Context: an optimization exercise on an open-source flow, tuned for small area. The choices shown serve that exercise and are no tape-out recipe.
In this exercise RTL edits were held to simulation tests only and were not proved equivalent to the original.
The clock port is modelled as an ideal driver; clocking choices that lean on that would not hold on a real chip.
Power and IR drop assume default switching activity.

main:
==> flow/design.v <==
module rf_aoi222 (
    input  logic a0, b0, a1, b1, a2, b2,
    output logic y
);
    assign y = ~((a0 & b0) | (a1 & b1) | (a2 & b2));
endmodule
module mips_register_file #(
    parameter int DATA_WIDTH = 32,
    parameter int ADDR_WIDTH = 5
) (
    input  logic                  clk,
    input  logic                  rst_n,
    input  logic [ADDR_WIDTH-1:0] rs,
    input  logic [ADDR_WIDTH-1:0] rt,
    input  logic [ADDR_WIDTH-1:0] rd,
    input  logic                  regWrite,
    input  logic [DATA_WIDTH-1:0] writeData,
    output logic [DATA_WIDTH-1:0] readData1,
    output logic [DATA_WIDTH-1:0] readData2
);
    localparam int DEPTH = 2 ** ADDR_WIDTH;
    localparam int NGRP  = (DEPTH - 1) / 3;    
    logic [DATA_WIDTH-1:0] regs [1:DEPTH-1];
    logic [DEPTH-1:1]      valid;
    logic [DEPTH-1:1]      we;
    logic [DEPTH-1:1]      sel1;
    logic [DEPTH-1:1]      sel2;
    always_comb begin
        for (int i = 1; i < DEPTH; i++) begin
            we[i]   = regWrite && (rd == i[ADDR_WIDTH-1:0]);
            sel1[i] = valid[i] && (rs == i[ADDR_WIDTH-1:0]);
            sel2[i] = valid[i] && (rt == i[ADDR_WIDTH-1:0]);
        end
    end
    always_ff @(posedge clk or negedge rst_n) begin
        if (!rst_n) begin
            valid <= '0;
        end else begin
            valid <= valid | we;
        end
    end
    always_ff @(posedge clk) begin
        for (int i = 1; i < DEPTH; i++) begin
            if (we[i]) regs[i] <= writeData;
        end
    end
    logic [NGRP:0] n1 [DATA_WIDTH];
    logic [NGRP:0] n2 [DATA_WIDTH];
    for (genvar b = 0; b < DATA_WIDTH; b++) begin : g_bit
        for (genvar g = 0; g < NGRP; g++) begin : g_grp
            rf_aoi222 u_p1 (
                .a0(sel1[3*g+1]), .b0(regs[3*g+1][b]),
                .a1(sel1[3*g+2]), .b1(regs[3*g+2][b]),
                .a2(sel1[3*g+3]), .b2(regs[3*g+3][b]),
                .y (n1[b][g])
            );
            rf_aoi222 u_p2 (
                .a0(sel2[3*g+1]), .b0(regs[3*g+1][b]),
                .a1(sel2[3*g+2]), .b1(regs[3*g+2][b]),
                .a2(sel2[3*g+3]), .b2(regs[3*g+3][b]),
                .y (n2[b][g])
            );
        end
        assign n1[b][NGRP] = ~(sel1[DEPTH-1] & regs[DEPTH-1][b]);
        assign n2[b][NGRP] = ~(sel2[DEPTH-1] & regs[DEPTH-1][b]);
        assign readData1[b] = ~&n1[b];
        assign readData2[b] = ~&n2[b];
    end
endmodule
==> flow/config.mk <==
export PLATFORM = sky130hd
export DESIGN_NAME = mips_register_file
export DESIGN_NICKNAME = mips_register_file
export VERILOG_FILES = /design/flow/design.v
export SDC_FILE = /design/flow/constraint.sdc
export NUM_CORES = 4
export LEC_CHECK = 0
export CAP_MARGIN = 20
export CORE_MARGIN = 2
export CORE_UTILIZATION = 40
export SLEW_MARGIN = 20
export SYNTH_HIERARCHICAL = 1
export SYNTH_MINIMUM_KEEP_SIZE = 0
==> flow/constraint.sdc <==
create_clock -name core_clock -period 8.0 [get_ports {clk}]
set_input_delay 1.6000 -clock core_clock [delete_from_list [all_inputs] [get_ports {clk}]]
set_output_delay 1.6000 -clock core_clock [all_outputs]
set_load 0.01 [all_outputs]
standard.sh (not shown) runs the stock make flow with config.mk's settings and CLKGATE_MAP_FILE= SYNTH_SCRIPT=/design/flow/synth_recipe.tcl, a recipe that flattens the netlist after the stock synthesis.
==> flow/flow/run.sh <==
#!/bin/bash
# The standard layout, with two changes: port buffers are the smallest buffer cell, and
# clock tree synthesis clusters up to 30 sinks within 50 um and inserts no dummy loads.
set -euo pipefail
export BUFFER_PORTS_ARGS="-buffer_cell sky130_fd_sc_hd__buf_1"
export CTS_ARGS="-sink_clustering_enable -repair_clock_nets -sink_clustering_size 30 -sink_clustering_max_diameter 50 -dont_use_dummy_load"
bash standard.sh finish > standard.log 2>&1
No stage failed in main, and the final checks on the layout all came back clean.
Relative to main, the following input files were edited for the feature branch:
==> flow/flow/run.sh <==
#!/bin/bash
# The standard layout, with two changes: port buffers are the smallest buffer cell, and
# clock tree synthesis clusters up to 24 sinks within 60 um and inserts no dummy loads.
set -euo pipefail
export BUFFER_PORTS_ARGS="-buffer_cell sky130_fd_sc_hd__buf_1"
export CTS_ARGS="-sink_clustering_enable -repair_clock_nets -sink_clustering_size 24 -sink_clustering_max_diameter 60 -dont_use_dummy_load"
bash standard.sh finish > standard.log 2>&1
==> comparison <==
The feature branch reached the end of the flow, and the finished layout is clean on the timing, DRC and antenna checks. Of the two values seen for start point of the critical path, rt[4] was produced by the feature branch and rs[4] by main. Total power is higher on main. In the reports for the feature branch and main, the smaller final cell count belongs to the feature branch. Comparing the feature branch and main, the higher layout cell share with drive strength beyond 1 was measured on main. Endpoint of the worst setup timing path = readData1[26]: main; endpoint of the worst setup timing path = readData2[2]: the feature branch.

========
Another version of the RTL of mips_register_file (not shown whole).
For scale: about 2100 cells after synthesis, roughly 1000 flip-flops, roughly 110 I/O pins.
clock: 8.0 ns
lec_check: 0
cap_margin: 20
core_margin: 2
core_utilization: 40
slew_margin: 20
synth_hierarchical: 1
synth_minimum_keep_size: 0
==> flow/flow/run.sh <==
#!/bin/bash
# The standard layout, with three changes: port buffers are the smallest buffer cell; clock
# tree synthesis uses clkbuf_8 buffers, clusters up to 17 sinks within 80 um and inserts no
# dummy loads; and after clock tree synthesis, combinational cells that placement-time repair
# sized up are sized back down wherever slews stay under 1.0 ns and setup slack over 1 ns.
set -euo pipefail
export BUFFER_PORTS_ARGS="-buffer_cell sky130_fd_sc_hd__buf_1"
export CTS_ARGS="-sink_clustering_enable -repair_clock_nets -sink_clustering_size 17 -sink_clustering_max_diameter 80 -buf_list sky130_fd_sc_hd__clkbuf_8 -dont_use_dummy_load"
bash standard.sh cts > standard_cts.log 2>&1
R=orfs/results/sky130hd/mips_register_file/base
cp $R/4_cts.odb $R/4_cts_before_downsize.odb
ODB=$R/4_cts_before_downsize.odb SDC=$R/4_cts.sdc OUT=$R/4_cts.odb SLEW_LIM=1.0 SETUP_LIM=1.0 \
  openroad -threads ${NUM_CORES:-4} -no_init -exit flow/downsize.tcl > downsize.log 2>&1
touch $R/4_cts.odb
bash standard.sh finish > standard.log 2>&1
==> flow/flow/downsize.tcl <==
# Downsize combinational cells whose output load is light, keeping slews and slack safe.
read_liberty $::env(FLOW_HOME)/platforms/sky130hd/lib/sky130_fd_sc_hd__tt_025C_1v80.lib
read_db $::env(ODB)
read_sdc $::env(SDC)
source $::env(FLOW_HOME)/platforms/sky130hd/setRC.tcl
estimate_parasitics -placement
set lib [lindex [get_libs *] 0]
proc area {} { return [sta::format_area [rsz::design_area] 0] }
puts "D: before area [area] slewv [sta::max_slew_violation_count] capv [sta::max_capacitance_violation_count] setup [worst_slack -max] hold [worst_slack -min]"
set n 0
foreach oi [[ord::get_db_block] getInsts] {
  set m [[$oi getMaster] getName]
  set inst [get_cells [$oi getName]]
  if {![regexp {^(sky130_fd_sc_hd__[a-z0-9]+)_([0-9]+)$} $m -> base sz]} continue
  if {$sz <= 1} continue
  if {[regexp {clkbuf|clkinv|df|edf|tap|fill|decap|conb|diode|dly} $base]} continue
  set cands {}
  foreach s {0 1 2 4} { if {$s < $sz && [llength [get_lib_cells -quiet */${base}_$s]]} { lappend cands ${base}_$s } }
  foreach c $cands {
    set name [$oi getName]
    replace_cell $name $c
    set ok 1
    foreach p [get_pins -of_objects $inst -filter "direction==output"] {
      set net [get_nets -of_objects $p]
      foreach q [concat $p [get_pins -of_objects $net -filter "direction==input"]] {
        foreach e {rise fall} { if {[get_property $q slew_max_$e] > $::env(SLEW_LIM)} { set ok 0 } }
      }
    }
    if {$ok && ([sta::max_slew_violation_count] > 0 || [sta::max_capacitance_violation_count] > 0 || [worst_slack -max] < $::env(SETUP_LIM))} { set ok 0 }
    if {$ok} { puts "D: $name $m -> $c"; incr n; break } else { replace_cell $name $m }
  }
}
puts "D: after area [area] slewv [sta::max_slew_violation_count] capv [sta::max_capacitance_violation_count] setup [worst_slack -max] hold [worst_slack -min] changed $n"
if {[info exists ::env(OUT)]} { write_db $::env(OUT) }
Next try:
==> flow/flow/run.sh (replaced) <==
#!/bin/bash
# The standard layout, with three changes: port buffers are the smallest buffer cell; clock
# tree synthesis uses clkbuf_8 buffers, clusters up to 16 sinks within 80 um and inserts no
# dummy loads; and after clock tree synthesis, combinational cells that placement-time repair
# sized up are sized back down wherever slews stay under 0.5 ns and setup slack over 1 ns.
set -euo pipefail
export BUFFER_PORTS_ARGS="-buffer_cell sky130_fd_sc_hd__buf_1"
export CTS_ARGS="-sink_clustering_enable -repair_clock_nets -sink_clustering_size 16 -sink_clustering_max_diameter 80 -buf_list sky130_fd_sc_hd__clkbuf_8 -dont_use_dummy_load"
bash standard.sh cts > standard_cts.log 2>&1
R=orfs/results/sky130hd/mips_register_file/base
cp $R/4_cts.odb $R/4_cts_before_downsize.odb
ODB=$R/4_cts_before_downsize.odb SDC=$R/4_cts.sdc OUT=$R/4_cts.odb SLEW_LIM=0.5 SETUP_LIM=1.0 \
  openroad -threads ${NUM_CORES:-4} -no_init -exit flow/downsize.tcl > downsize.log 2>&1
touch $R/4_cts.odb
bash standard.sh finish > standard.log 2>&1
Outcome:
- The new run finished with timing, DRC and antenna clean
- power grows by 0.67%
- area after synthesis is unchanged
- worst hold slack gets worse by 0.0092 ns
- cell area barely changes
Next try:
==> flow/flow/run.sh (replaced) <==
#!/bin/bash
# The standard layout, with three changes: port buffers are the smallest buffer cell; clock
# tree synthesis uses clkbuf_8 buffers, clusters up to 18 sinks within 80 um and inserts no
# dummy loads; and after clock tree synthesis, combinational cells that placement-time repair
# sized up are sized back down wherever slews stay under 0.8 ns and setup slack over 1 ns.
set -euo pipefail
export BUFFER_PORTS_ARGS="-buffer_cell sky130_fd_sc_hd__buf_1"
export CTS_ARGS="-sink_clustering_enable -repair_clock_nets -sink_clustering_size 18 -sink_clustering_max_diameter 80 -buf_list sky130_fd_sc_hd__clkbuf_8 -dont_use_dummy_load"
bash standard.sh cts > standard_cts.log 2>&1
R=orfs/results/sky130hd/mips_register_file/base
cp $R/4_cts.odb $R/4_cts_before_downsize.odb
ODB=$R/4_cts_before_downsize.odb SDC=$R/4_cts.sdc OUT=$R/4_cts.odb SLEW_LIM=0.8 SETUP_LIM=1.0 \
  openroad -threads ${NUM_CORES:-4} -no_init -exit flow/downsize.tcl > downsize.log 2>&1
touch $R/4_cts.odb
bash standard.sh finish > standard.log 2>&1
Outcome: Cell area is about the same. Register-to-register slack is about the same. Global-route usage goes down by 0.12 points. Power goes down by about 1.2%. Sequential share of layout area goes up by 0.20 points. Cell count is about the same.
Next try:
==> flow/flow/run.sh (replaced) <==
#!/bin/bash
# The standard layout, with three changes: port buffers are the smallest buffer cell; clock
# tree synthesis uses clkbuf_8 buffers, clusters up to 17 sinks within 80 um and inserts no
# dummy loads; and after clock tree synthesis, combinational cells that placement-time repair
# sized up are sized back down wherever slews stay under 0.8 ns and setup slack over 1 ns.
set -euo pipefail
export BUFFER_PORTS_ARGS="-buffer_cell sky130_fd_sc_hd__buf_1"
export CTS_ARGS="-sink_clustering_enable -repair_clock_nets -sink_clustering_size 17 -sink_clustering_max_diameter 80 -buf_list sky130_fd_sc_hd__clkbuf_8 -dont_use_dummy_load"
bash standard.sh cts > standard_cts.log 2>&1
R=orfs/results/sky130hd/mips_register_file/base
cp $R/4_cts.odb $R/4_cts_before_downsize.odb
ODB=$R/4_cts_before_downsize.odb SDC=$R/4_cts.sdc OUT=$R/4_cts.odb SLEW_LIM=0.8 SETUP_LIM=1.0 \
  openroad -threads ${NUM_CORES:-4} -no_init -exit flow/downsize.tcl > downsize.log 2>&1
touch $R/4_cts.odb
bash standard.sh finish > standard.log 2>&1
After rerunning: Synthesized cell count stays the same; combinational power barely changes; sequential cell count is unchanged; setup slack stays flat; total power goes up by about 0.54%.

==> separate check: timing with driven ports <==
In the flow no input, the clock included, has a driving cell. The finished layouts below were timed again as built, in two steps.
Step 1 sets driving cells, clkbuf_16 on the clock port and buf_2 on the other inputs (assumed; they add their load-dependent delay and slew).
Step 2 moves the port delays by t, midway between the first and last clock arrival at a register: inputs arrive t later, outputs are due t later. That takes back most of the time a late clock gives input paths.
a / b / c = no drivers / after step 1 / after step 2; a / b = the first two.
run | t, ns | setup WS [ns] | hold WS [ns] | latest minus earliest clock arrival (ns)
main | 0.707 | 1.699 / 1.672 / 1.672 | 0.483 / 0.483 / 0.483 | 0.069 / 0.069
the feature branch | 0.693 | 1.720 / 1.692 / 1.692 | 0.485 / 0.485 / 0.485 | 0.063 / 0.064
the first run of note 2 | 0.781 | 1.642 / 1.613 / 1.613 | 0.505 / 0.505 / 0.505 | 0.058 / 0.058
the second run of note 2 | 0.788 | 1.873 / 1.848 / 1.848 | 0.496 / 0.496 / 0.496 | 0.084 / 0.084
the third run of note 2 | 0.776 | 1.648 / 1.619 / 1.619 | 0.504 / 0.504 / 0.504 | 0.072 / 0.072
the fourth run of note 2 | 0.780 | 1.651 / 1.621 / 1.621 | 0.503 / 0.503 / 0.503 | 0.061 / 0.060
After both steps setup and hold are still met in every run listed. For the fourth run of note 2, which loses most, drivers alone change the setup slack by -0.030 ns; drivers and shift together by -0.030 ns.
